Source: an optimization exercise on an open RTL-to-GDS flow (aim: small area and a short achievable clock period). Production flows keep margins and buffers that such runs may drop. Where RTL was checked, it was by simulation tests only, not by an equivalence proof against the original. No functional check of the RTL was part of runs 1 to 4.

==> flow/design.v <==
`timescale 1ns / 1ps
`default_nettype none
package mwm_pkg;
  localparam int CMD_W   = 9;    
  localparam int OUT_W   = 9;    
  localparam int MP_W    = 8;    
  localparam int PWR_W   = 11;   
  localparam int MAG_W   = 10;   
  localparam int QW      = 8;    
  localparam int DW      = MAG_W + QW;   
  localparam int D3_W    = MAG_W + 2;    
  localparam int LANES   = 4;    
  localparam int DL      = 3;    
  localparam int OUT_LIMIT = 255;
  localparam logic [MP_W-1:0] MP_RESET = 8'd25;
  localparam int APB_AW    = 3;
  localparam int APB_DW    = 32;
  localparam int REG_IDX_W = 1;
  localparam logic [REG_IDX_W-1:0] REG_MIN_POWER = 1'b0;
  localparam int LANE_FL = 0;
  localparam int LANE_FR = 1;
  localparam int LANE_BL = 2;
  localparam int LANE_BR = 3;
endpackage
`default_nettype wire
`timescale 1ns / 1ps
`default_nettype none
import mwm_pkg::*;
module mwm_apb (
  input  logic              clk_i,
  input  logic              rst_ni,
  input  logic              psel,
  input  logic              penable,
  input  logic              pwrite,
  input  logic [APB_AW-1:0] paddr,
  input  logic [APB_DW-1:0] pwdata,
  output logic [APB_DW-1:0] prdata,
  output logic              pready,
  output logic [MP_W-1:0]   min_power_o
);
  logic [MP_W-1:0]      min_power_q, min_power_d;
  logic [REG_IDX_W-1:0] reg_idx;
  logic                 wr_en;
  assign pready  = 1'b1;
  assign reg_idx = paddr[APB_AW-1:2];
  assign wr_en   = psel && penable && pwrite && pready;
  always_comb begin
    min_power_d = min_power_q;
    if (wr_en && (reg_idx == REG_MIN_POWER)) begin
      min_power_d = pwdata[MP_W-1:0];
    end
  end
  always_ff @(posedge clk_i or negedge rst_ni) begin
    if (!rst_ni) begin
      min_power_q <= MP_RESET;
    end else begin
      min_power_q <= min_power_d;
    end
  end
  always_comb begin
    case (reg_idx)
      REG_MIN_POWER: prdata = APB_DW'(min_power_q);
      default:       prdata = '0;
    endcase
  end
  assign min_power_o = min_power_q;
endmodule
`default_nettype wire
`timescale 1ns / 1ps
`default_nettype none
import mwm_pkg::*;
module mwm_mix (
  input  logic                        clk_i,
  input  logic signed [CMD_W-1:0]     strafe_i,
  input  logic signed [CMD_W-1:0]     forward_i,
  input  logic signed [CMD_W-1:0]     rotate_i,
  output logic [DL-1:0][MAG_W-1:0]    mag_o,    
  output logic [LANES-1:0]            neg_o,    
  output logic [MAG_W-1:0]            dvs_o,    
  output logic [QW-1:0]               qtop_o,   
  output logic                        tp1_o,    
  output logic                        tfirst_o  
);
  logic [CMD_W-1:0]        ax, az;
  logic signed [CMD_W-1:0] y_q;
  logic signed [MAG_W-1:0] s_q, d_q;
  logic [MAG_W-1:0]        e_q;
  logic                    tp1_q;
  always_comb begin
    ax = strafe_i[CMD_W-1] ? CMD_W'(-strafe_i) : CMD_W'(strafe_i);
    az = rotate_i[CMD_W-1] ? CMD_W'(-rotate_i) : CMD_W'(rotate_i);
  end
  always_ff @(posedge clk_i) begin
    y_q   <= forward_i;
    s_q   <= MAG_W'(strafe_i) + MAG_W'(rotate_i);
    d_q   <= MAG_W'(strafe_i) - MAG_W'(rotate_i);
    e_q   <= MAG_W'(ax) + MAG_W'(az);
    tp1_q <= (strafe_i == '0) || (rotate_i == '0) ||
             (strafe_i[CMD_W-1] == rotate_i[CMD_W-1]);
  end
  logic signed [PWR_W-1:0]     y, s, d;
  logic [LANES-1:0][PWR_W-1:0] p;
  logic [LANES-1:0][MAG_W-1:0] mag;
  logic [CMD_W-1:0]            ay;
  logic [MAG_W-1:0]            top;
  logic                        f1, f2;
  always_comb begin
    y = PWR_W'(y_q);
    s = PWR_W'(s_q);
    d = PWR_W'(d_q);
    p[LANE_FL] = y + s;
    p[LANE_FR] = y - s;
    p[LANE_BL] = y - d;
    p[LANE_BR] = y + d;
    ay  = y_q[CMD_W-1] ? CMD_W'(-y_q) : CMD_W'(y_q);
    top = MAG_W'(ay) + e_q;
    dvs_o  = (top > MAG_W'(OUT_LIMIT)) ? top : MAG_W'(OUT_LIMIT);
    qtop_o = (top > MAG_W'(OUT_LIMIT)) ? QW'(OUT_LIMIT) : QW'(top);
    f1 = (y_q == '0) || (s_q == '0) || (y_q[CMD_W-1] == s_q[MAG_W-1]);
    f2 = (y_q == '0) || (d_q == '0) || (y_q[CMD_W-1] == d_q[MAG_W-1]);
    tp1_o    = tp1_q;
    tfirst_o = tp1_q ? f1 : f2;
  end
  for (genvar l = 0; l < LANES; l++) begin : g_lane
    assign neg_o[l] = p[l][PWR_W-1];
    assign mag[l]   = neg_o[l] ? MAG_W'(-p[l]) : MAG_W'(p[l]);
  end
  always_comb begin
    if (tp1_q) begin
      mag_o[0] = f1 ? mag[LANE_FR] : mag[LANE_FL];
      mag_o[1] = mag[LANE_BL];
      mag_o[2] = mag[LANE_BR];
    end else begin
      mag_o[0] = f2 ? mag[LANE_BL] : mag[LANE_BR];
      mag_o[1] = mag[LANE_FL];
      mag_o[2] = mag[LANE_FR];
    end
  end
endmodule
`default_nettype wire
`timescale 1ns / 1ps
`default_nettype none
import mwm_pkg::*;
module mwm_div (
  input  logic [DL-1:0][DW-1:0] w_i,
  input  logic [MAG_W-1:0]      dvs_i,
  input  logic [D3_W-1:0]       dvs3_i,
  output logic [DL-1:0][DW-1:0] w_o
);
  logic [DL-1:0][D3_W-1:0] r4;
  logic [DL-1:0][D3_W:0]   e1, e2, e3;
  logic [DL-1:0]           g1, g2, g3;
  logic [DL-1:0][MAG_W-1:0] rn;
  logic [DL-1:0][1:0]      qd;
  for (genvar l = 0; l < DL; l++) begin : g_lane
    assign r4[l] = w_i[l][DW-1:DW-D3_W];
    assign e1[l] = {1'b0, r4[l]} - {3'b0, dvs_i};
    assign e2[l] = {1'b0, r4[l]} - {2'b0, dvs_i, 1'b0};
    assign e3[l] = {1'b0, r4[l]} - {1'b0, dvs3_i};
    assign g1[l] = !e1[l][D3_W];
    assign g2[l] = !e2[l][D3_W];
    assign g3[l] = !e3[l][D3_W];
    assign rn[l] = g3[l] ? e3[l][MAG_W-1:0] :
                   g2[l] ? e2[l][MAG_W-1:0] :
                   g1[l] ? e1[l][MAG_W-1:0] : r4[l][MAG_W-1:0];
    assign qd[l] = {g2[l], g3[l] | (g1[l] & !g2[l])};
    assign w_o[l] = {rn[l], w_i[l][DW-D3_W-1:0], qd[l]};
  end
endmodule
`default_nettype wire
`timescale 1ns / 1ps
`default_nettype none
import mwm_pkg::*;
module mwm_dband (
  input  logic [QW-1:0]   a_i,
  input  logic [MP_W-1:0] span_i,    
  input  logic [MP_W+1:0] span3_i,   
  output logic [15:0]     n_o
);
  logic [3:0][MP_W+1:0] pp;
  always_comb begin
    for (int k = 0; k < 4; k++) begin
      case (a_i[2*k +: 2])
        2'd0:    pp[k] = '0;
        2'd1:    pp[k] = (MP_W+2)'(span_i);
        2'd2:    pp[k] = (MP_W+2)'({span_i, 1'b0});
        default: pp[k] = span3_i;
      endcase
    end
    n_o = 16'(pp[0]) + (16'(pp[1]) << 2) + (16'(pp[2]) << 4) + (16'(pp[3]) << 6);
  end
endmodule
`default_nettype wire
`timescale 1ns / 1ps
`default_nettype none
import mwm_pkg::*;
module mecanum_wheel_mixer_top (
  input  logic                    clk_i,
  input  logic                    rst_ni,
  input  logic                    start,
  output logic                    busy,
  input  logic signed [CMD_W-1:0] strafe_cmd_i,
  input  logic signed [CMD_W-1:0] forward_cmd_i,
  input  logic signed [CMD_W-1:0] rotate_cmd_i,
  output logic                    done_o,
  output logic signed [OUT_W-1:0] front_left_power_o,
  output logic signed [OUT_W-1:0] front_right_power_o,
  output logic signed [OUT_W-1:0] back_left_power_o,
  output logic signed [OUT_W-1:0] back_right_power_o,
  input  logic                    psel,
  input  logic                    penable,
  input  logic                    pwrite,
  input  logic [APB_AW-1:0]       paddr,
  input  logic [APB_DW-1:0]       pwdata,
  output logic [APB_DW-1:0]       prdata,
  output logic                    pready
);
  localparam int             NSTEP = QW / 2;
  localparam logic [NSTEP-2:0] CUT  = 3'b111;
  localparam int             CUTN  = 0;
  localparam int             NV    = 5 + CUTN + $countones(CUT);
  logic            busy_q;
  logic [MP_W-1:0] min_power;
  logic [NV-1:0]   v_q;
  always_ff @(posedge clk_i or negedge rst_ni) begin
    if (!rst_ni) begin
      busy_q <= 1'b1;
      v_q    <= '0;
    end else begin
      busy_q <= 1'b0;
      v_q    <= {v_q[NV-2:0], start && !busy_q};
    end
  end
  assign busy   = busy_q;
  assign done_o = v_q[NV-1];
  mwm_apb u_apb (
    .clk_i       (clk_i),
    .rst_ni      (rst_ni),
    .psel        (psel),
    .penable     (penable),
    .pwrite      (pwrite),
    .paddr       (paddr),
    .pwdata      (pwdata),
    .prdata      (prdata),
    .pready      (pready),
    .min_power_o (min_power)
  );
  logic [DL-1:0][MAG_W-1:0] mag, mag_q;
  logic [LANES-1:0]         neg, neg_q;
  logic [MAG_W-1:0]         dvs, dvs_q;
  logic [QW-1:0]            qtop, qtop_q;
  logic                     tp1, tp1_q, tfirst, tfirst_q;
  mwm_mix u_mix (
    .clk_i    (clk_i),
    .strafe_i (strafe_cmd_i),
    .forward_i(forward_cmd_i),
    .rotate_i (rotate_cmd_i),
    .mag_o    (mag),
    .neg_o    (neg),
    .dvs_o    (dvs),
    .qtop_o   (qtop),
    .tp1_o    (tp1),
    .tfirst_o (tfirst)
  );
  always_ff @(posedge clk_i) begin
    mag_q    <= mag;
    neg_q    <= neg;
    dvs_q    <= dvs;
    qtop_q   <= qtop;
    tp1_q    <= tp1;
    tfirst_q <= tfirst;
  end
  localparam int SB_W = LANES + QW + 2;
  logic [NSTEP:0][DL-1:0][DW-1:0] w;
  logic [NSTEP:0][MAG_W-1:0]      dv;
  logic [NSTEP:0][D3_W-1:0]       dv3;
  logic [NSTEP:0][SB_W-1:0]       sb;
  logic [NSTEP-1:0][DL-1:0][DW-1:0] w_d;
  logic [DL-1:0][DW-1:0] w0;
  logic [D3_W-1:0]       d3;
  always_comb begin
    for (int l = 0; l < DL; l++) begin
      w0[l] = (DW'(mag_q[l]) << 8) - DW'(mag_q[l]);
    end
    d3 = (D3_W'(dvs_q) << 1) + D3_W'(dvs_q);
  end
  if (CUTN != 0) begin : g_cutn
    always_ff @(posedge clk_i) begin
      w[0]   <= w0;
      dv[0]  <= dvs_q;
      dv3[0] <= d3;
      sb[0]  <= {neg_q, qtop_q, tp1_q, tfirst_q};
    end
  end else begin : g_nocutn
    assign w[0]   = w0;
    assign dv[0]  = dvs_q;
    assign dv3[0] = d3;
    assign sb[0]  = {neg_q, qtop_q, tp1_q, tfirst_q};
  end
  for (genvar k = 0; k < NSTEP; k++) begin : g_step
    mwm_div u_div (
      .w_i    (w[k]),
      .dvs_i  (dv[k]),
      .dvs3_i (dv3[k]),
      .w_o    (w_d[k])
    );
    if (k == NSTEP - 1 || CUT[k]) begin : g_reg
      always_ff @(posedge clk_i) begin
        w[k+1]   <= w_d[k];
        dv[k+1]  <= dv[k];
        dv3[k+1] <= dv3[k];
        sb[k+1]  <= sb[k];
      end
    end else begin : g_wire
      assign w[k+1]   = w_d[k];
      assign dv[k+1]  = dv[k];
      assign dv3[k+1] = dv3[k];
      assign sb[k+1]  = sb[k];
    end
  end
  logic [DL-1:0][QW-1:0]    qd;
  logic [LANES-1:0][QW-1:0] q;
  logic [LANES-1:0]         qneg;
  logic [QW-1:0]            qt;
  logic                     qp1, qfirst;
  always_comb begin
    for (int l = 0; l < DL; l++) begin
      qd[l] = w[NSTEP][l][QW-1:0];
    end
    {qneg, qt, qp1, qfirst} = sb[NSTEP];
    if (qp1) begin
      q[LANE_FL] = qfirst ? qt : qd[0];
      q[LANE_FR] = qfirst ? qd[0] : qt;
      q[LANE_BL] = qd[1];
      q[LANE_BR] = qd[2];
    end else begin
      q[LANE_FL] = qd[1];
      q[LANE_FR] = qd[2];
      q[LANE_BL] = qfirst ? qd[0] : qt;
      q[LANE_BR] = qfirst ? qt : qd[0];
    end
  end
  logic [MP_W-1:0] span;
  logic [MP_W+1:0] span3_q;
  assign span = ~min_power;
  always_ff @(posedge clk_i) begin
    span3_q <= (MP_W+2)'({span, 1'b0}) + (MP_W+2)'(span);
  end
  logic [LANES-1:0][15:0] n_d, n_q;
  logic [LANES-1:0]       nneg_q, nnz_q;
  for (genvar l = 0; l < LANES; l++) begin : g_db
    mwm_dband u_db (
      .a_i     (q[l]),
      .span_i  (span),
      .span3_i (span3_q),
      .n_o     (n_d[l])
    );
  end
  always_ff @(posedge clk_i) begin
    n_q    <= n_d;
    nneg_q <= qneg;
    for (int l = 0; l < LANES; l++) begin
      nnz_q[l] <= (q[l] != '0);
    end
  end
  logic [MP_W-1:0]             mm_pos, mm_neg;
  logic [LANES-1:0][8:0]       u;
  logic [LANES-1:0][QW-1:0]    t;
  logic [LANES-1:0][OUT_W-1:0] pwr_d, pwr;
  assign mm_pos = min_power;
  assign mm_neg = (min_power == 8'hff) ? 8'hfe : min_power;
  always_comb begin
    for (int l = 0; l < LANES; l++) begin
      u[l] = 9'(n_q[l][15:8]) + 9'(n_q[l][7:0]) + 9'(!nneg_q[l]);
      t[l] = (nneg_q[l] ? mm_neg : mm_pos) + n_q[l][15:8] + QW'(u[l][8]);
      if (!nnz_q[l]) begin
        pwr_d[l] = '0;
      end else if (nneg_q[l]) begin
        pwr_d[l] = {1'b1, ~t[l]};
      end else begin
        pwr_d[l] = {1'b0, t[l]};
      end
    end
  end
  always_ff @(posedge clk_i) begin
    pwr <= pwr_d;
  end
  assign front_left_power_o  = pwr[LANE_FL];
  assign front_right_power_o = pwr[LANE_FR];
  assign back_left_power_o   = pwr[LANE_BL];
  assign back_right_power_o  = pwr[LANE_BR];
endmodule
`default_nettype wire
==> flow/run.sh <==
#!/bin/bash
# synth_recipe.tcl (not shown) runs the flow's synth.tcl, then flattens the netlist and writes it again
# the make line also repeats each setting of config.mk as NAME=value (left out here)
make -C /OpenROAD-flow-scripts/flow DESIGN_CONFIG=/design/flow/config.mk WORK_HOME=/design/flow/orfs CLKGATE_MAP_FILE= SYNTH_SCRIPT=/design/flow/synth_recipe.tcl finish
==> flow/config.mk <==
export PLATFORM = sky130hd
export DESIGN_NAME = mecanum_wheel_mixer_top
export DESIGN_NICKNAME = mecanum_wheel_mixer_top
export VERILOG_FILES = /design/flow/design.v
export SDC_FILE = /design/flow/constraint.sdc
export NUM_CORES = 4
export LEC_CHECK = 0
export CAP_MARGIN = 20
export CORE_MARGIN = 2
export CORE_UTILIZATION = 40
export SETUP_SLACK_MARGIN = 3.5
export SLEW_MARGIN = 20
==> flow/constraint.sdc <==
create_clock -name core_clock -period 8.5 [get_ports {clk_i}]
set_input_delay 1.7000 -clock core_clock [delete_from_list [all_inputs] [get_ports {clk_i}]]
set_output_delay 1.7000 -clock core_clock [all_outputs]
set_load 0.01 [all_outputs]
==> results by group, run 1 <==
Outcome
  – Outcome: complete, no violations

Logic synthesis
  – Yosys top cell area share: 24.4%
  – Xor and xnor fraction of the mapped netlist area: 8.46%
  – Simple-gate share of the synthesized area: 13.7%
  – Compound-Gate Fraction of Synth Area: 21.9%
  – Cell variety after synth: 96
  – Share of the yosys chip area belonging to registers: 25.4%
  – Number of synthesized register bits: 528
  – Synth async-reset ratio: 3.22%
  – Post-synth top cells: 618 x ha_1, 511 x dfxtp_1, 410 x inv_1
  – Top cells by area, synth: dfxtp_1 24%, ha_1 18%, xnor2_1 5.6%
  – Synthesized area per cell: 8.50 um2
  – Multiplexer share of the synthesized area: 2.39%
  – Largest family of logic cells by synthesized area: adder cells
  – Largest area contributor in the netlist: dfxtp_1
  – Top-count cell post-synth: ha_1
  – Synth warnings: 4
  – Synthesized instance count: 4930
  – EDFF count, synth: 0
  – Synth Area in Adders: 22.3%
  – Cell Area, Synth: 0.0419 mm2
  – Top FF cell, synth: dfxtp_1

Critical path
  – Critical path startpoint category: register
  – Worst path arrival time: 5.66 ns
  – Critical path fanouts, max: 22
  – Worst setup EP type: register
  – CP Class: reg -> reg
  – Critical Path RT: 9.10 ns

Global route
  – Total track usage: 21.2%
  – Largest net degree at the start of global routing: 54
  – Initial antenna violation count: 4
  – Gr ovfl total: 0
  – First-pass GRT wire length: 181 mm
  – Vias in the first global route: 33300

Clock network
  – CTS clk-pin slew, worst paths: 0.06 ns
  – CTS tree: built
  – CTS max path bufs: 3
  – Root Driver: clkbuf_16
  – CTS Buf Count: 58
  – Num Clock Sinks: 528
  – Clock insertion delay at the later pin of the skew report: 0.66 ns
  – Number of H-tree levels: 2
  – CTS Hold Bufs: 0

Drt
  – Vias per cell: 5.41
  – Post-route ant nets: 0
  – WL final: 118 mm
  – Pre-Repair DR Iteration Count: 6
  – First DRT Iteration DRCs: 2497
  – Vias post-DR: 35100
  – Routed wire length per instance: 18.2 um
  – DR DRC count: 0

Hold path
  – HP Class: reg -> reg

Placement
  – Placed Area: 0.0442 mm2
  – GP Congestion: 0.906
  – PortBufs: 87
  – Hpwl dp: 89.7 mm

Floorplan
  – Starting Density: 40.4%
  – Ports: 139
  – CORE AREA: 0.104 mm2
  – Die area: 0.107 mm2
  – Die X: 328 um
  – Row cnt: 118
  – Die Ht: 328 um

STA
  – Clock Skew: 0.0272 ns
  – RSZ-0062 raised after global routing: yes
  – Crit share post-route: 59.6%
  – Fin. Hold Viols: 0
  – Fmax: 197 MHz
  – Worst-Margin Slew: 0.928 ns
  – Final setup vio count: 0
  – Rel. slew slack: 38.0%
  – Final min period: 5.07 ns
  – Setup TNS: 0 ns
  – Slew Limit Fails: 0

Flow run
  – Max_cap viols: 0

Layout
  – Final Cell Area: 0.0481 mm2
  – Share of cells above drive strength 1: 10.1%
  – Layout Nets: 5831
  – Area Growth Syn to Fin: 14.7%
[cells in the final DEF (no fill, tap or decap), types with 25 or more instances in the layout]
cell	instances
nand2_1	355
inv_1	398
xor2_1	133
mux2_2	26
a31oi_1	37
o21bai_1	48
and2_1	34
mux2i_1	59
a21oi_1	240
o22ai_1	68
nand3_1	43
nor2_1	296
o22a_1	44
a211oi_1	61
xnor2_1	258
clkdlybuf4s50_1	87
nor3_1	86
o21ai_1	99
dfxtp_1	509
o21ai_0	227
a21boi_1	25
nor2b_1	115
a211o_1	51
a21oi_2	31
a22oi_1	27
nand2b_1	77
a21o_1	178
nand4_1	25
fa_1	75
conb_1	26
ha_1	596
clkbuf_16	58
buf_4	121
o21a_1	46
[final timing paths]
path	startpoint	end	slack [ns]	cells past startpoint
worst max-delay path	u_apb.min_power_q[3]	n_q[47]	3.43	21
worst min-delay path	tp1_q	sb[15]	0.32	0
worst max register to register	u_apb.min_power_q[3]	n_q[47]	3.43	21
worst min register to register	tp1_q	sb[15]	0.32	0
max in group asynchronous	rst_ni	u_apb.min_power_q[1]	6.50	1
min in group asynchronous	rst_ni	v_q[3]	1.49	1
[routing by layer]
layer,wire (um),part of all wire [%],up-vias,GRT usage [%]
met3,6930,5.9,210,3.18
met5,40,0.034,-,0
met1,54600,46,16400,28.6
met4,4030,3.4,6,7.27
li1,-,-,17600,-
met2,52200,44,945,34.3
[state kept, by name, indices dropped and copies added (netlist names), 8 cells and up]
signal / count
g_step.u_div.w_i: 159
n_q: 64
sb: 56
g_step.u_div.dvs3_i: 36
pwr: 36
mag_q: 29
g_step.u_div.dvs_i: 27
qd: 24
dvs_q: 10
span3_q: 10
u_mix.s_q: 10
u_mix.d_q: 9
u_mix.e_q: 9
u_mix.y_q: 9
qtop_q: 8
u_apb.min_power_q: 8
v_q: 8
[area by class of cell]
type                    count  area [um2]
well taps                1380        1730
clock inverters            36         480
multi-input cells        3820       29900
diodes                      1        2.50
repair buffers            240        2110
inverters                 416        1580
flip-flops and latches    528       10700
clock buffers              71        1580
fillers                  9953       55700
[repair_timing]
action                     in CTS  in global routing
setup buffers                  25                 67
gates cloned                    5                  6
resized for setup              76                160
pin swaps                      30                124
setup endpoints to repair      34                 35
[worst max-delay path, stage by stage (launching register included)]
cell,delay (ns)
dfstp_2,0.89
buf_4,0.33
nand2_1,0.09
o21ai_0,0.11
o22ai_1,0.14
ha_1,0.38
a21oi_2,0.20
o21bai_1,0.10
a21oi_2,0.18
o21bai_1,0.10
a21oi_2,0.19
xor2_1,0.11
fa_1,0.55
inv_1,0.05
ha_1,0.32
a21boi_1,0.16
o21ai_2,0.16
a21boi_1,0.10
o21ai_1,0.21
a21boi_2,0.10
or4_1,0.47
nand3_1,0.09
[cell families after synthesis]
| logic type | after synthesis |
|---|---|
| xor gates and xnor gates | 404 |
| other | 2 |
| adders and majority gates | 699 |
| buffers and inverters | 608 |
| AOI/OAI and AO/OA | 1404 |
| DFF | 528 |
| and+or+nand+nor | 1189 |
| muxes | 96 |
[metrics by stage]
stage          setup WS (ns)  std cells  hold WS, ns  utilization [%]
2_1_floorplan           3.49       4954        0.310                -
3_3_place_gp            2.45       6281        0.310             42.6
5_1_grt                 3.19       6491        0.329             46.3
6_report                3.43       6492        0.316             46.3
3_5_place_dp            2.37       6281        0.312             42.6
4_1_cts                 3.33       6418        0.326             45.1
==> run 2: changes to the inputs <==
--- a/flow/config.mk
+++ b/flow/config.mk
@@ -9,4 +9,4 @@
 export CORE_MARGIN = 2
 export CORE_UTILIZATION = 40
-export SETUP_SLACK_MARGIN = 3.5
+export SETUP_SLACK_MARGIN = 4.3
 export SLEW_MARGIN = 20
==> run 2 against run 1 <==
  * Non-clock buffer count grew 41
  * Register-to-register slack gained 0.21 ns
  * Still clean on timing, DRC and antenna
  * Highest routed layer is now met4
  * Final area grew 2.0%
  * Clock-buffer cell count shrank 2
  * Global-route usage grew 0.36 points
  * Die area is the same
  * Largest cell class unchanged
  * Sequential share of layout area shrank 0.37 points
==> results by group, run 2 <==
Outcome
  – Outcome: complete, no violations

Logic synthesis
  – Number of synthesized register bits: 528
  – Synth async-reset ratio: 3.22%
  – Top cells by area, synth: dfxtp_1 24%, ha_1 18%, xnor2_1 5.6%
  – Synth warnings: 4
  – Share of the yosys chip area belonging to registers: 25.4%
  – EDFF count, synth: 0
  – Top FF cell, synth: dfxtp_1
  – Cell Area, Synth: 0.0419 mm2
  – Cell variety after synth: 96
  – Synthesized area per cell: 8.50 um2
  – Post-synth top cells: 618 x ha_1, 511 x dfxtp_1, 410 x inv_1
  – Largest area contributor in the netlist: dfxtp_1
  – Yosys top cell area share: 24.4%
  – Synthesized instance count: 4930
  – Top-count cell post-synth: ha_1

Floorplan
  – Die Ht: 328 um
  – CORE AREA: 0.104 mm2
  – Starting Density: 40.4%
  – Ports: 139
  – Row cnt: 118
  – Die area: 0.107 mm2
  – Die X: 328 um

Global route
  – Total track usage: 21.5%
  – Vias in the first global route: 34200
  – Largest net degree at the start of global routing: 54
  – First-pass GRT wire length: 186 mm
  – Gr ovfl total: 0
  – Initial antenna violation count: 2

Placement
  – Placed Area: 0.0445 mm2
  – Hpwl dp: 89.7 mm
  – GP Congestion: 0.911
  – PortBufs: 87
  – Pre-CTS WS: 2.61 ns

Drt
  – DR WL met3: 6.56 mm
  – Met2 wire length: 54.1 mm
  – Vias post-DR: 35300
  – WL final: 119 mm
  – M1 wire length: 54.7 mm
  – Pre-Repair DR Iteration Count: 6
  – Vias per cell: 5.40
  – DR DRC count: 0
  – First DRT Iteration DRCs: 2587
  – Post-route ant nets: 0
  – Top Layer Used: met4
  – Routed wire length per instance: 18.2 um

Clock network
  – CTS tree: built
  – CTS max path bufs: 3
  – CTS clk-pin slew, worst paths: 0.06 ns
  – Num Clock Sinks: 528
  – Number of H-tree levels: 2
  – CTS Buf Count: 56
  – Clock insertion delay at the later pin of the skew report: 0.64 ns
  – Root Driver: clkbuf_16

STA
  – Setup TNS: 0 ns
  – Crit share post-route: 57.1%
  – Final setup vio count: 0
  – Clock Skew: 0.0166 ns
  – Fin. Hold Viols: 0
  – Rel. slew slack: 30.9%
  – Worst-Margin Slew: 1.03 ns
  – Final min period: 4.85 ns
  – Slew Limit Fails: 0
  – PnR worst setup slack: 3.65 ns
  – RSZ-0062 raised after global routing: yes
  – Fmax: 206 MHz
  – Hold Slack: 0.323 ns

Layout
  – Layout Nets: 5869
  – Area Growth Syn to Fin: 16.9%
  – Max reg flops: 159
  – Final Cell Area: 0.0490 mm2
  – Most frequent cells in the layout: 585 x ha_1, 499 x dfxtp_1, 387 x inv_1, 352 x nand2_1, 293 x nor2_1
  – Share of cells above drive strength 1: 12.9%
  – Commonest non-fill, non-tap cell in the layout: ha_1
  – Final Util: 47.2%

Critical path
  – Worst setup EP type: register
  – Critical Path RT: 9.07 ns
  – CP max stage delay: 0.50 ns
  – Critical path startpoint category: register
  – CP Class: reg -> reg
  – Worst path arrival time: 5.42 ns
  – Top delay family on crit path: compound AO/OA/AOI/OAI gates
  – Critical path fanouts, max: 5
  – CP max stage cell: fa_1
  – CP Buf/Inv Count: 5
  – CP dominant cell by count: a21oi_2

Flow run
  – Max_cap viols: 0

Hold path
  – HP Class: reg -> reg
run 2: worst reg2reg max path, stage by stage, from the launching register on:
cell and delay (ns):
dfxtp_4 0.37, buf_12 0.14, mux2i_4 0.24, nand2_1 0.09
o21ai_2 0.12, buf_6 0.17, nand2b_4 0.17, buf_6 0.12
o22ai_1 0.08, ha_1 0.39, a21oi_2 0.08, o21bai_1 0.18
a21oi_2 0.09, o21bai_1 0.19, a21oi_2 0.08, buf_4 0.14
xor2_2 0.17, fa_1 0.50, inv_2 0.05, ha_4 0.25
a21boi_4 0.15, o21ai_4 0.15, a21boi_2 0.09, o21ai_2 0.20
a21boi_2 0.09, or4_1 0.39, nand3_1 0.10
run 2: stage by stage:
| step | instances |
|---|---|
| detailed placement | 6278 |
| CTS | 6489 |
| global placement | 6278 |
| finish | 6532 |
| floorplan | 4954 |
| global route | 6529 |
run 2: final timing paths:
path | cells after the start | end | slack (ns) | startpoint
max reg2reg | 26 | n_q[47] | 3.65 | sb[56]
max | 26 | n_q[47] | 3.65 | sb[56]
min | 0 | g_step[2].u_div.w_i[2] | 0.32 | g_step[1].u_div.w_i[0]
max in group asynchronous | 1 | u_apb.min_power_q[2] | 6.36 | rst_ni
min in group asynchronous | 1 | u_apb.min_power_q[6] | 1.54 | rst_ni
min reg2reg | 0 | g_step[2].u_div.w_i[2] | 0.32 | g_step[1].u_div.w_i[0]
run 2: kinds of logic (layout without fill, tap and decap cells):
group	count (synthesis)	in the layout	share of synthesized area (%)
buffers and inverters	608	802	5.74
flip-flops	528	528	25.4
multiplexers	96	96	2.39
other	2	29	0.0179
adder cells (fa/ha/maj)	699	699	22.3
AND/OR/NAND/NOR	1189	1189	13.7
XOR/XNOR	404	404	8.46
AO/OA/AOI/OAI	1404	1405	21.9
run 2: timing repair:
action / in CTS / in global routing
resized for setup: 158 / 145
pin swaps: 88 / 85
buffers inserted: 94 / 38
endpoints found under the setup margin: 87 / 71
hold buffers: 0 / 0
cloned: 12 / 1
run 2: final cells by class:
type	instances	area, um2
flip-flops and latches	528	10700
fillers	9899	54800
well taps	1380	1730
multi-input cells	3819	30500
inverters	416	1580
clock buffers	69	1510
diodes	3	7.51
repair buffers	281	2480
clock inverters	36	542
run 2: layer usage:
layer	vias to the layer above	track usage, %
met5	-	0
met4	0	6.05
met3	179	2.68
met2	938	36.1
met1	16500	29.0
li1	17700	-
==> run 3: changes to the inputs <==
--- a/flow/design.v
+++ b/flow/design.v
@@ -179,4 +179,5 @@
 );
   logic [3:0][MP_W+1:0] pp;
+  logic [15:0]          r0, r1, r2, s1, c1, s2, c2;
   always_comb begin
     for (int k = 0; k < 4; k++) begin
@@ -188,5 +189,13 @@
       endcase
     end
-    n_o = 16'(pp[0]) + (16'(pp[1]) << 2) + (16'(pp[2]) << 4) + (16'(pp[3]) << 6);
+    r0  = 16'(pp[0]);
+    r1  = 16'(pp[1]) << 2;
+    r2  = 16'(pp[2]) << 4;
+    s1  = r0 ^ r1 ^ r2;
+    c1  = ((r0 & r1) | (r0 & r2) | (r1 & r2)) << 1;
+    r2  = 16'(pp[3]) << 6;
+    s2  = s1 ^ c1 ^ r2;
+    c2  = ((s1 & c1) | (s1 & r2) | (c1 & r2)) << 1;
+    n_o = s2 + c2;
   end
 endmodule
@@ -272,8 +281,8 @@
   end
   localparam int SB_W = LANES + QW + 2;
-  logic [NSTEP:0][DL-1:0][DW-1:0] w;
-  logic [NSTEP:0][MAG_W-1:0]      dv;
-  logic [NSTEP:0][D3_W-1:0]       dv3;
-  logic [NSTEP:0][SB_W-1:0]       sb;
+  logic [NSTEP-1:0][DL-1:0][DW-1:0] w;
+  logic [NSTEP-1:0][MAG_W-1:0]      dv;
+  logic [NSTEP-1:0][D3_W-1:0]       dv3;
+  logic [NSTEP-1:0][SB_W-1:0]       sb;
   logic [NSTEP-1:0][DL-1:0][DW-1:0] w_d;
   logic [DL-1:0][DW-1:0] w0;
@@ -298,5 +307,5 @@
     assign sb[0]  = {neg_q, qtop_q, tp1_q, tfirst_q};
   end
-  for (genvar k = 0; k < NSTEP; k++) begin : g_step
+  for (genvar k = 0; k < NSTEP - 1; k++) begin : g_step
     mwm_div u_div (
       .w_i    (w[k]),
@@ -305,5 +314,5 @@
       .w_o    (w_d[k])
     );
-    if (k == NSTEP - 1 || CUT[k]) begin : g_reg
+    if (CUT[k]) begin : g_reg
       always_ff @(posedge clk_i) begin
         w[k+1]   <= w_d[k];
@@ -319,26 +328,36 @@
     end
   end
+  mwm_div u_div_last (
+    .w_i    (w[NSTEP-1]),
+    .dvs_i  (dv[NSTEP-1]),
+    .dvs3_i (dv3[NSTEP-1]),
+    .w_o    (w_d[NSTEP-1])
+  );
   logic [DL-1:0][QW-1:0]    qd;
-  logic [LANES-1:0][QW-1:0] q;
-  logic [LANES-1:0]         qneg;
+  logic [LANES-1:0][QW-1:0] q_d, q;
+  logic [LANES-1:0]         qn_d, qneg;
   logic [QW-1:0]            qt;
   logic                     qp1, qfirst;
   always_comb begin
     for (int l = 0; l < DL; l++) begin
-      qd[l] = w[NSTEP][l][QW-1:0];
+      qd[l] = w_d[NSTEP-1][l][QW-1:0];
     end
-    {qneg, qt, qp1, qfirst} = sb[NSTEP];
+    {qn_d, qt, qp1, qfirst} = sb[NSTEP-1];
     if (qp1) begin
-      q[LANE_FL] = qfirst ? qt : qd[0];
-      q[LANE_FR] = qfirst ? qd[0] : qt;
-      q[LANE_BL] = qd[1];
-      q[LANE_BR] = qd[2];
+      q_d[LANE_FL] = qfirst ? qt : qd[0];
+      q_d[LANE_FR] = qfirst ? qd[0] : qt;
+      q_d[LANE_BL] = qd[1];
+      q_d[LANE_BR] = qd[2];
     end else begin
-      q[LANE_FL] = qd[1];
-      q[LANE_FR] = qd[2];
-      q[LANE_BL] = qfirst ? qd[0] : qt;
-      q[LANE_BR] = qfirst ? qt : qd[0];
+      q_d[LANE_FL] = qd[1];
+      q_d[LANE_FR] = qd[2];
+      q_d[LANE_BL] = qfirst ? qd[0] : qt;
+      q_d[LANE_BR] = qfirst ? qt : qd[0];
     end
   end
+  always_ff @(posedge clk_i) begin
+    q    <= q_d;
+    qneg <= qn_d;
+  end
   logic [MP_W-1:0] span;
   logic [MP_W+1:0] span3_q;
@@ -366,5 +385,5 @@
   logic [MP_W-1:0]             mm_pos, mm_neg;
   logic [LANES-1:0][8:0]       u;
-  logic [LANES-1:0][QW-1:0]    t;
+  logic [LANES-1:0][QW-1:0]    t0, t1;
   logic [LANES-1:0][OUT_W-1:0] pwr_d, pwr;
   assign mm_pos = min_power;
@@ -373,11 +392,12 @@
     for (int l = 0; l < LANES; l++) begin
       u[l] = 9'(n_q[l][15:8]) + 9'(n_q[l][7:0]) + 9'(!nneg_q[l]);
-      t[l] = (nneg_q[l] ? mm_neg : mm_pos) + n_q[l][15:8] + QW'(u[l][8]);
+      t0[l] = (nneg_q[l] ? mm_neg : mm_pos) + n_q[l][15:8];
+      t1[l] = (nneg_q[l] ? mm_neg : mm_pos) + n_q[l][15:8] + 8'd1;
       if (!nnz_q[l]) begin
         pwr_d[l] = '0;
       end else if (nneg_q[l]) begin
-        pwr_d[l] = {1'b1, ~t[l]};
+        pwr_d[l] = {1'b1, ~(u[l][8] ? t1[l] : t0[l])};
       end else begin
-        pwr_d[l] = {1'b0, t[l]};
+        pwr_d[l] = {1'b0, u[l][8] ? t1[l] : t0[l]};
       end
     end
--- a/flow/config.mk
+++ b/flow/config.mk
@@ -9,4 +9,4 @@
 export CORE_MARGIN = 2
 export CORE_UTILIZATION = 40
-export SETUP_SLACK_MARGIN = 4.3
+export SETUP_SLACK_MARGIN = 4.8
 export SLEW_MARGIN = 20
==> run 3 against run 2 <==
  * Hold slack worse by 0.018 ns
  * Core utilization up 1.4 points
  * Still clean on timing, DRC and antenna
  * Clock-buffer cell count up 6
  * Fmax up 21%
==> results by group, run 3 <==
Critical path
  – Worst reg2reg path startpoint: u_apb.min_power_q[4]
  – Worst setup EP type: register
  – CP max stage delay: 0.68 ns
  – CP Cell Sequence: buf_6 > buf_12 > buf_6 > o21ai_2 > fa_1 > fa_1 > ha_4 > a21oi_4 > nor2b_4 > o21a_1 > o311a_1 > o21a_1 > o21a_1 > o41a_1 > xnor2_1
  – Critical path fanouts, max: 8
  – Reg-to-Reg End: n_q[15]
  – CP Class: reg -> reg
  – Critical Path RT: 9.09 ns
  – Critical path startpoint category: register
  – Worst path arrival time: 4.61 ns
  – CP dominant cell by count: o21a_1
  – CP max stage cell: dfstp_4
  – R2R setup slack: 4.47 ns
  – Reg2Reg Depth: 15

Drt
  – First DRT Iteration DRCs: 2437
  – Met2 wire length: 59.7 mm
  – WL final: 127 mm
  – Vias post-DR: 36200
  – Post-route ant nets: 0
  – M1 wire length: 55.0 mm
  – Vias per cell: 5.43
  – DR WL met3: 6.09 mm
  – Top Layer Used: met5
  – Routed wire length per instance: 19.1 um
  – DR DRC count: 0
  – Pre-Repair DR Iteration Count: 5

Logic synthesis
  – Top cells by area, synth: dfxtp_1 24%, ha_1 18%, xnor2_1 6.2%
  – EDFF count, synth: 0
  – Synth Area in Adders: 23.0%
  – Share of the yosys chip area belonging to registers: 25.1%
  – Number of synthesized register bits: 526
  – Synth warnings: 4
  – Compound-Gate Fraction of Synth Area: 19.7%
  – Yosys top cell area share: 24.1%
  – Synthesized instance count: 4975
  – Top-count cell post-synth: ha_1
  – Simple-gate share of the synthesized area: 14.7%
  – Top FF cell, synth: dfxtp_1
  – Post-synth top cells: 621 x ha_1, 509 x dfxtp_1, 481 x o21ai_0
  – Cell variety after synth: 98
  – Synth async-reset ratio: 3.23%
  – Synthesized area per cell: 8.50 um2
  – Largest area contributor in the netlist: dfxtp_1
  – Largest family of logic cells by synthesized area: adder cells
  – Xor and xnor fraction of the mapped netlist area: 9.11%
  – Cell Area, Synth: 0.0423 mm2
  – Multiplexer share of the synthesized area: 3.46%

STA
  – Clock Skew: 0.0596 ns
  – Slew Limit Fails: 0
  – Fin. Hold Viols: 0
  – PnR worst setup slack: 4.47 ns
  – Final setup vio count: 0
  – Crit share post-route: 47.4%
  – Rel. slew slack: 32.6%
  – Worst-Margin Slew: 1.01 ns
  – Final min period: 4.03 ns
  – Setup TNS: 0 ns
  – RSZ-0062 raised after global routing: yes
  – Fmax: 248 MHz

Layout
  – Commonest non-fill, non-tap cell in the layout: ha_1
  – Most frequent cells in the layout: 563 x ha_1, 455 x dfxtp_1, 446 x nand2_1, 415 x o21ai_0, 314 x inv_1
  – Layout Nets: 6008
  – Share of cells above drive strength 1: 16.2%
  – Max reg flops: 159
  – Final Cell Area: 0.0512 mm2
  – Area Growth Syn to Fin: 20.9%

Flow run
  – Max_cap viols: 0

Global route
  – Vias in the first global route: 35100
  – Initial antenna violation count: 2
  – First-pass GRT wire length: 194 mm
  – Gr ovfl total: 0
  – Total track usage: 22.7%
  – Largest net degree at the start of global routing: 47

Floorplan
  – Ports: 139
  – Starting Density: 40.2%
  – Die Ht: 329 um
  – CORE AREA: 0.105 mm2
  – Die X: 329 um
  – Row cnt: 119
  – Die area: 0.108 mm2

Placement
  – GP Congestion: 0.913
  – Hpwl dp: 93.6 mm
  – Placed Area: 0.0446 mm2
  – Pre-CTS WS: 3.56 ns
  – PortBufs: 87

Clock network
  – CTS max path bufs: 3
  – CTS Hold Bufs: 0
  – CTS tree: built
  – Number of H-tree levels: 2
  – CTS clk-pin slew, worst paths: 0.07 ns
  – Root Driver: clkbuf_16
  – CTS Buf Count: 59
  – Clock insertion delay at the later pin of the skew report: 0.69 ns
  – Num Clock Sinks: 526

Hold path
  – Hold path start: sb[32]
  – HP Class: reg -> reg
  – Hold Crit Depth: 0
  – Hold endpoint: sb[46]

Outcome
  – Outcome: complete, no violations
run 3: critical path: cells and delay by family (launching register included):
family / cells / cell delay [ns]
AO/OA/AOI/OAI: 7 / 1.39
XOR/XNOR: 1 / 0.13
adder cells (fa/ha/maj): 3 / 1.32
buffers and inverters: 3 / 0.32
flip-flops: 1 / 0.68
AND/OR/NAND/NOR: 1 / 0.05
run 3: worst max path at each step:
stage | startpoint | end | slack (ns) | cells past startpoint
final | u_apb.min_power_q[4] | n_q[15] | 4.47 | 15
after global routing | dvs_q[1] | w[100] | 4.34 | 23
after CTS | q[4] | n_q[15] | 4.54 | 12
after detailed placement | paddr[2] | prdata[1] | 3.56 | 3
after global placement | paddr[2] | prdata[2] | 3.62 | 3
after floorplan | dvs_q[1] | w[89] | 4.69 | 21
run 3: cell families after synthesis:
group,Yosys count
other cells,2
fa+ha+maj,718
buf+inv,518
flops,526
compound gates,1340
simple gates,1289
mux,142
xor+xnor,440
run 3: final cells by class:
class                           count  area (um2)
Clock inverter                     37         544
Multi-Input combinational cell   3959       31900
Inverter                          341        1320
Tap cell                         1391        1740
Sequential cell                   526       10800
Clock buffer                       75        1690
Timing Repair Buffer              335        3180
Fill cell                        9872       54000
Antenna cell                        1        2.50
run 3: through the flow:
step	utilization (%)	hold WS (ns)	std cells
after floorplan	-	0.310	4999
after global placement	42.4	0.311	6326
after detailed placement	42.4	0.312	6326
after CTS	47.1	0.310	6593
after global routing	48.7	0.317	6664
final	48.7	0.305	6665
run 3: timing repair:
item,in CTS,in global routing
pin swaps,126,133
endpoints found under the setup margin,119,118
gates resized for setup,396,252
buffers inserted,150,69
gates cloned,5,2
run 3: metal layers:
layer  GRT usage [%]  up-vias
li1                -    17900
met1            28.2    17000
met2            38.9     1014
met3            3.14      312
met4            10.6        4
met5               0        -
==> run 4: changes to the inputs <==
--- a/flow/config.mk
+++ b/flow/config.mk
@@ -9,4 +9,4 @@
 export CORE_MARGIN = 2
 export CORE_UTILIZATION = 40
-export SETUP_SLACK_MARGIN = 4.8
+export SETUP_SLACK_MARGIN = 4.5
 export SLEW_MARGIN = 20
==> run 4 against run 3 <==
  * Still clean on timing, DRC and antenna
  * Die area is the same
  * First-iteration DRC count grew 4.8%
  * Routed wire length shrank 4.1%
  * Final area shrank 4.3%
  * Flip-flop and latch count is the same
  * Via count shrank 1.9%
  * Clock-buffer cell count grew 5
  * Sequential share of layout area grew 0.88 points
  * Final cell count shrank 1.5%
==> results by group, run 4 <==
STA
  – Fin. Hold Viols: 0
  – Worst-Margin Slew: 0.914 ns
  – Slew Limit Fails: 0
  – Final setup vio count: 0
  – Hold Slack: 0.311 ns
  – Rel. slew slack: 37.5%
  – RSZ-0062 raised after global routing: yes
  – Final min period: 4.01 ns
  – Fmax: 250 MHz
  – Crit share post-route: 47.2%
  – Setup TNS: 0 ns
  – Clock Skew: 0.0360 ns

Logic synthesis
  – Share of the yosys chip area belonging to registers: 25.1%
  – Yosys top cell area share: 24.1%
  – EDFF count, synth: 0
  – Cell variety after synth: 98
  – Synthesized area per cell: 8.50 um2
  – Post-synth top cells: 621 x ha_1, 509 x dfxtp_1, 481 x o21ai_0
  – Synthesized instance count: 4975
  – Top FF cell, synth: dfxtp_1
  – Top cells by area, synth: dfxtp_1 24%, ha_1 18%, xnor2_1 6.2%
  – Synth async-reset ratio: 3.23%
  – Largest area contributor in the netlist: dfxtp_1
  – Synth warnings: 4
  – Top-count cell post-synth: ha_1
  – Number of synthesized register bits: 526
  – Cell Area, Synth: 0.0423 mm2

Floorplan
  – CORE AREA: 0.105 mm2
  – Die X: 329 um
  – Die area: 0.108 mm2
  – Starting Density: 40.2%
  – Row cnt: 119
  – Die Ht: 329 um
  – Ports: 139

Critical path
  – Worst path arrival time: 4.50 ns
  – Critical path startpoint category: register
  – Critical Path RT: 8.99 ns
  – CP max stage delay: 0.73 ns
  – CP Cell Sequence: buf_12 > o21ai_2 > a21oi_1 > fa_1 > inv_2 > ha_4 > ha_4 > a21o_1 > a21oi_2 > nor2b_1 > o21a_1 > o311a_1 > o21a_1 > o21a_1 > o41a_1 > xnor2_1
  – R2R setup slack: 4.49 ns
  – Worst setup EP type: register
  – CP dominant cell by count: o21a_1
  – CP max stage cell: dfstp_4
  – Critical path fanouts, max: 8
  – CP Class: reg -> reg

Layout
  – Share of cells above drive strength 1: 10.9%
  – FF/Latch Area: 0.0107 mm2
  – Area Growth Syn to Fin: 15.7%
  – Final Util: 46.6%
  – Most frequent cells in the layout: 593 x ha_1, 462 x dfxtp_1, 457 x nand2_1, 447 x o21ai_0, 331 x inv_1
  – Commonest non-fill, non-tap cell in the layout: ha_1
  – Max reg flops: 159
  – Layout Cells excl Fill: 6565
  – Multi-input gate area: 0.0308 mm2
  – Fill cells: 10100
  – Layout Nets: 5912

Drt
  – Post-route ant nets: 0
  – Vias post-DR: 35500
  – First DRT Iteration DRCs: 2555
  – Pre-Repair DR Iteration Count: 6
  – DR DRC count: 0
  – Routed wire length per instance: 18.6 um
  – WL final: 122 mm
  – Vias per cell: 5.41

Clock network
  – CTS max path bufs: 3
  – Num Clock Sinks: 526
  – CTS clk-pin slew, worst paths: 0.06 ns
  – CTS Buf Count: 66
  – Root Driver: clkbuf_16
  – Clock insertion delay at the later pin of the skew report: 0.64 ns
  – CTS tree: built
  – Number of H-tree levels: 3

Global route
  – Total track usage: 22.0%
  – Gr ovfl total: 0
  – Vias in the first global route: 33700
  – Largest net degree at the start of global routing: 47
  – Initial antenna violation count: 4
  – First-pass GRT wire length: 188 mm

Outcome
  – Outcome: complete, no violations

Placement
  – Hpwl dp: 93.3 mm
  – GP Congestion: 0.911
  – PortBufs: 87
  – DP Cell Count: 6328

Flow run
  – Max_cap viols: 0

Hold path
  – HP Class: reg -> reg
run 4: changes by cell type in the layout (fill, tap and decap cells not counted), sizes merged, moves of 2 or more:
cell / before / now
dlygate4sd2: 1 / 7
clkbuf: 77 / 80
inv: 336 / 347
bufinv: 10 / 8
clkinvlp: 16 / 6
buf: 255 / 149
dlymetal6s2s: 3 / 1
clkdlybuf4s50: 74 / 77
run 4: layout make-up:
| cell class | instances | share of cell area, % |
|---|---|---|
| flip-flops and latches | 526 | 21.9 |
| clock buffers | 80 | 3.62 |
| clock inverters | 35 | 1.05 |
| multi-input cells | 3956 | 62.9 |
| well taps | 1391 | 3.56 |
| diodes | 1 | 0.00511 |
| inverters | 341 | 2.63 |
| repair buffers | 235 | 4.32 |
run 4: path summary, 6_finish.rpt:
path | cells past startpoint | start | endpoint
max | 16 | u_apb.min_power_q[3] | n_q[63]
min in group asynchronous | 1 | rst_ni | u_apb.min_power_q[5]
max in group asynchronous | 1 | rst_ni | v_q[0]
min reg2reg | 0 | qtop_q[0] | sb[16]
max reg2reg | 16 | u_apb.min_power_q[3] | n_q[63]
min | 0 | qtop_q[0] | sb[16]
run 4: worst max-delay path: cells and delay by family (launching register included):
family | cells | cell delay, ns
xor+xnor | 1 | 0.13
buf+inv | 2 | 0.25
fa+ha+maj | 3 | 0.81
simple gates | 1 | 0.06
compound gates | 9 | 1.85
flops | 1 | 0.73
run 4: kinds of logic after synthesis:
family	count (synthesis)	synth area share, %
muxes	142	3.46
and+or+nand+nor	1289	14.7
xor gates and xnor gates	440	9.11
other	2	0.0178
DFF	526	25.1
AOI/OAI and AO/OA	1340	19.7
adders and majority gates	718	23.0
buffers and inverters	518	4.92
run 4: metrics by stage:
stage	worst slack, ns	cell area (um2)
final	4.49	49000
after floorplan	4.50	42400
after global routing	4.33	49000
after CTS	4.50	47600
after global placement	3.50	44400
after detailed placement	3.47	44400
run 4: repair_timing:
item | in CTS | in global routing
endpoints found under the setup margin | 73 | 60
hold buffers | 0 | 0
cloned | 1 | 1
resized for setup | 143 | 193
pin swaps | 26 | 86
buffers inserted | 47 | 72
run 4: routing by layer:
| layer | wire, um | vias up | GRT usage, % | share of wire (%) |
|---|---|---|---|---|
| met5 | 24 | - | 0 | 0.020 |
| met4 | 5000 | 4 | 9.09 | 4.1 |
| met2 | 57700 | 932 | 37.6 | 47 |
| li1 | - | 17700 | - | - |
| met3 | 5710 | 232 | 2.66 | 4.7 |
| met1 | 53700 | 16700 | 28.0 | 44 |
==> run 5: changes to the inputs <==
--- a/flow/design.v
+++ b/flow/design.v
@@ -228,5 +228,5 @@
   localparam logic [NSTEP-2:0] CUT  = 3'b111;
   localparam int             CUTN  = 0;
-  localparam int             NV    = 5 + CUTN + $countones(CUT);
+  localparam int             NV    = 5 + CUTN + int'(CUT[0]) + int'(CUT[1]) + int'(CUT[2]);
   logic            busy_q;
   logic [MP_W-1:0] min_power;
==> run 5 against run 4 <==
  * Synthesized area did not move
  * Die area unchanged
  * Hold slack unchanged
  * Synthesized cell count is the same
  * Via count did not move
  * Critical path type unchanged
  * Critical endpoint unchanged
==> results by group, run 5 <==
Outcome
  – Outcome: complete, no violations

Layout
  – Final Cell Area: 0.0490 mm2
  – Commonest non-fill, non-tap cell in the layout: ha_1
  – Most frequent cells in the layout: 593 x ha_1, 462 x dfxtp_1, 457 x nand2_1, 447 x o21ai_0, 331 x inv_1
  – Layout Nets: 5912
  – Layout Cells excl Fill: 6565
  – Area Growth Syn to Fin: 15.7%
  – Max reg flops: 159
  – Fill cells: 10100
  – Share of cells above drive strength 1: 10.9%
  – Final Util: 46.6%

Logic synthesis
  – Synth warnings: 4
  – Share of the yosys chip area belonging to registers: 25.1%
  – Post-synth top cells: 621 x ha_1, 509 x dfxtp_1, 481 x o21ai_0
  – Cell Area, Synth: 0.0423 mm2
  – Synthesized instance count: 4975
  – Top FF cell, synth: dfxtp_1
  – Yosys top cell area share: 24.1%
  – Number of synthesized register bits: 526
  – EDFF count, synth: 0
  – Synthesized area per cell: 8.50 um2
  – Cell variety after synth: 98
  – Top cells by area, synth: dfxtp_1 24%, ha_1 18%, xnor2_1 6.2%
  – Synth async-reset ratio: 3.23%
  – Top-count cell post-synth: ha_1
  – Largest area contributor in the netlist: dfxtp_1

STA
  – Worst-Margin Slew: 0.914 ns
  – Setup TNS: 0 ns
  – Fmax: 250 MHz
  – Slew Limit Fails: 0
  – Clock Skew: 0.0360 ns
  – Fin. Hold Viols: 0
  – RSZ-0062 raised after global routing: yes
  – Final setup vio count: 0
  – Hold Slack: 0.311 ns
  – Crit share post-route: 47.2%
  – Final min period: 4.01 ns
  – Rel. slew slack: 37.5%

Floorplan
  – Die area: 0.108 mm2
  – Ports: 139
  – Row cnt: 119
  – Die X: 329 um
  – Die Ht: 329 um
  – Starting Density: 40.2%
  – CORE AREA: 0.105 mm2

Critical path
  – Worst setup EP type: register
  – Critical Path RT: 8.99 ns
  – Critical path fanouts, max: 8
  – Worst path arrival time: 4.50 ns
  – Critical path startpoint category: register
  – CP Class: reg -> reg

Clock network
  – CTS max path bufs: 3
  – Root Driver: clkbuf_16
  – CTS tree: built
  – CTS Buf Count: 66
  – Clock insertion delay at the later pin of the skew report: 0.64 ns
  – CTS Hold Bufs: 0
  – CTS clk-pin slew, worst paths: 0.06 ns
  – Number of H-tree levels: 3
  – Num Clock Sinks: 526

Global route
  – First-pass GRT wire length: 188 mm
  – Initial antenna violation count: 4
  – Total track usage: 22.0%
  – Gr ovfl total: 0
  – Vias in the first global route: 33700
  – Largest net degree at the start of global routing: 47

Drt
  – DR DRC count: 0
  – Post-route ant nets: 0
  – WL final: 122 mm
  – First DRT Iteration DRCs: 2555
  – Vias per cell: 5.41
  – Pre-Repair DR Iteration Count: 6
  – Vias post-DR: 35500
  – Routed wire length per instance: 18.6 um

Placement
  – PortBufs: 87
  – Placed Area: 0.0444 mm2
  – GP Congestion: 0.911
  – Hpwl dp: 93.3 mm
  – DP Cell Count: 6328

Hold path
  – HP Class: reg -> reg

Flow run
  – Max_cap viols: 0
## run 5: metrics by stage
| step | worst slack [ns] |
|---|---|
| after floorplan | 4.50 |
| after global placement | 3.50 |
| after detailed placement | 3.47 |
| after CTS | 4.50 |
| after global routing | 4.33 |
| final | 4.49 |
## run 5: area by class of cell
type / count / area [um2] / area share, %
flip-flops and latches: 526 / 10700 / 21.9
inverters: 341 / 1290 / 2.63
multi-input cells: 3956 / 30800 / 62.9
diodes: 1 / 2.50 / 0.00511
well taps: 1391 / 1740 / 3.56
clock buffers: 80 / 1770 / 3.62
repair buffers: 235 / 2120 / 4.32
clock inverters: 35 / 515 / 1.05
## run 5: path summary, 6_finish.rpt
path | from | to | slack (ns) | depth (start not counted)
worst max register to register | u_apb.min_power_q[3] | n_q[63] | 4.49 | 16
max in group asynchronous | rst_ni | v_q[0] | 6.46 | 1
worst min-delay path | qtop_q[0] | sb[16] | 0.31 | 0
worst min register to register | qtop_q[0] | sb[16] | 0.31 | 0
worst max-delay path | u_apb.min_power_q[3] | n_q[63] | 4.49 | 16
min in group asynchronous | rst_ni | u_apb.min_power_q[5] | 1.53 | 1
## run 5: timing repair
item,CTS,global route
pin swaps,26,86
gates cloned,1,1
setup endpoints to repair,73,60
resized for setup,143,193
buffers inserted,47,72
## run 5: per-layer routing
layer  up-vias  wire length [um]  share of wire [%]  GRT usage, %
li1      17700                 -                  -             -
met1     16700             53700                 44          28.0
met2       932             57700                 47          37.6
met3       232              5710                4.7          2.66
met4         4              5000                4.1          9.09
met5         -                24              0.020             0
## run 5: critical path: stages, from the launching register on
cell and delay, ns:
dfstp_4 0.73, buf_12 0.17, o21ai_2 0.06, a21oi_1 0.18, fa_1 0.45, inv_2 0.08
ha_4 0.16, ha_4 0.20, a21o_1 0.18, a21oi_2 0.16, nor2b_1 0.06, o21a_1 0.17
o311a_1 0.34, o21a_1 0.20, o21a_1 0.18, o41a_1 0.38, xnor2_1 0.13
## run 5: logic make-up (layout without fill, tap and decap cells)
family	after synthesis	in the layout	share of synthesized area (%)
buffers and inverters	518	691	4.92
XOR/XNOR	440	440	9.11
other	2	27	0.0178
flip-flops	526	526	25.1
AND/OR/NAND/NOR	1289	1290	14.7
adder cells (fa/ha/maj)	718	718	23.0
multiplexers	142	142	3.46
AO/OA/AOI/OAI	1340	1340	19.7

separate check: timing with driven ports:
The flow's constraints put no driver on any port. The routed layouts listed below were extracted and timed again, unchanged, in two steps. Step 1 sets driving cells, clkbuf_16 on the clock port and buf_2 on the other inputs (assumed; they add their load-dependent delay and slew). Step 2 moves the port delays by t, midway between the first and last clock arrival at a register: inputs arrive t later, outputs are due t later. That takes back most of the time a late clock gives input paths. Slacks: no drivers / after step 1 / after step 2; pairs: no drivers / after step 1.
run | shift t [ns] | setup slack, ns | clock arrival spread, ns | slew at the worst register clock pin (ns) | worst data-port slew with drivers (ns)
run 1 | 0.715 | 3.432 / 3.432 / 3.432 | 0.031 / 0.030 | 0.07 / 0.07 | 0.04
run 2 | 0.703 | 3.645 / 3.645 / 3.645 | 0.017 / 0.018 | 0.07 / 0.07 | 0.04
run 3 | 0.731 | 4.474 / 4.474 / 4.254 | 0.060 / 0.060 | 0.07 / 0.07 | 0.12
run 4 | 0.688 | 4.492 / 4.492 / 4.103 | 0.038 / 0.038 | 0.06 / 0.06 | 0.04
run 5 | 0.688 | 4.492 / 4.492 / 4.103 | 0.038 / 0.038 | 0.06 / 0.06 | 0.04
After both steps every run listed still meets setup and hold.
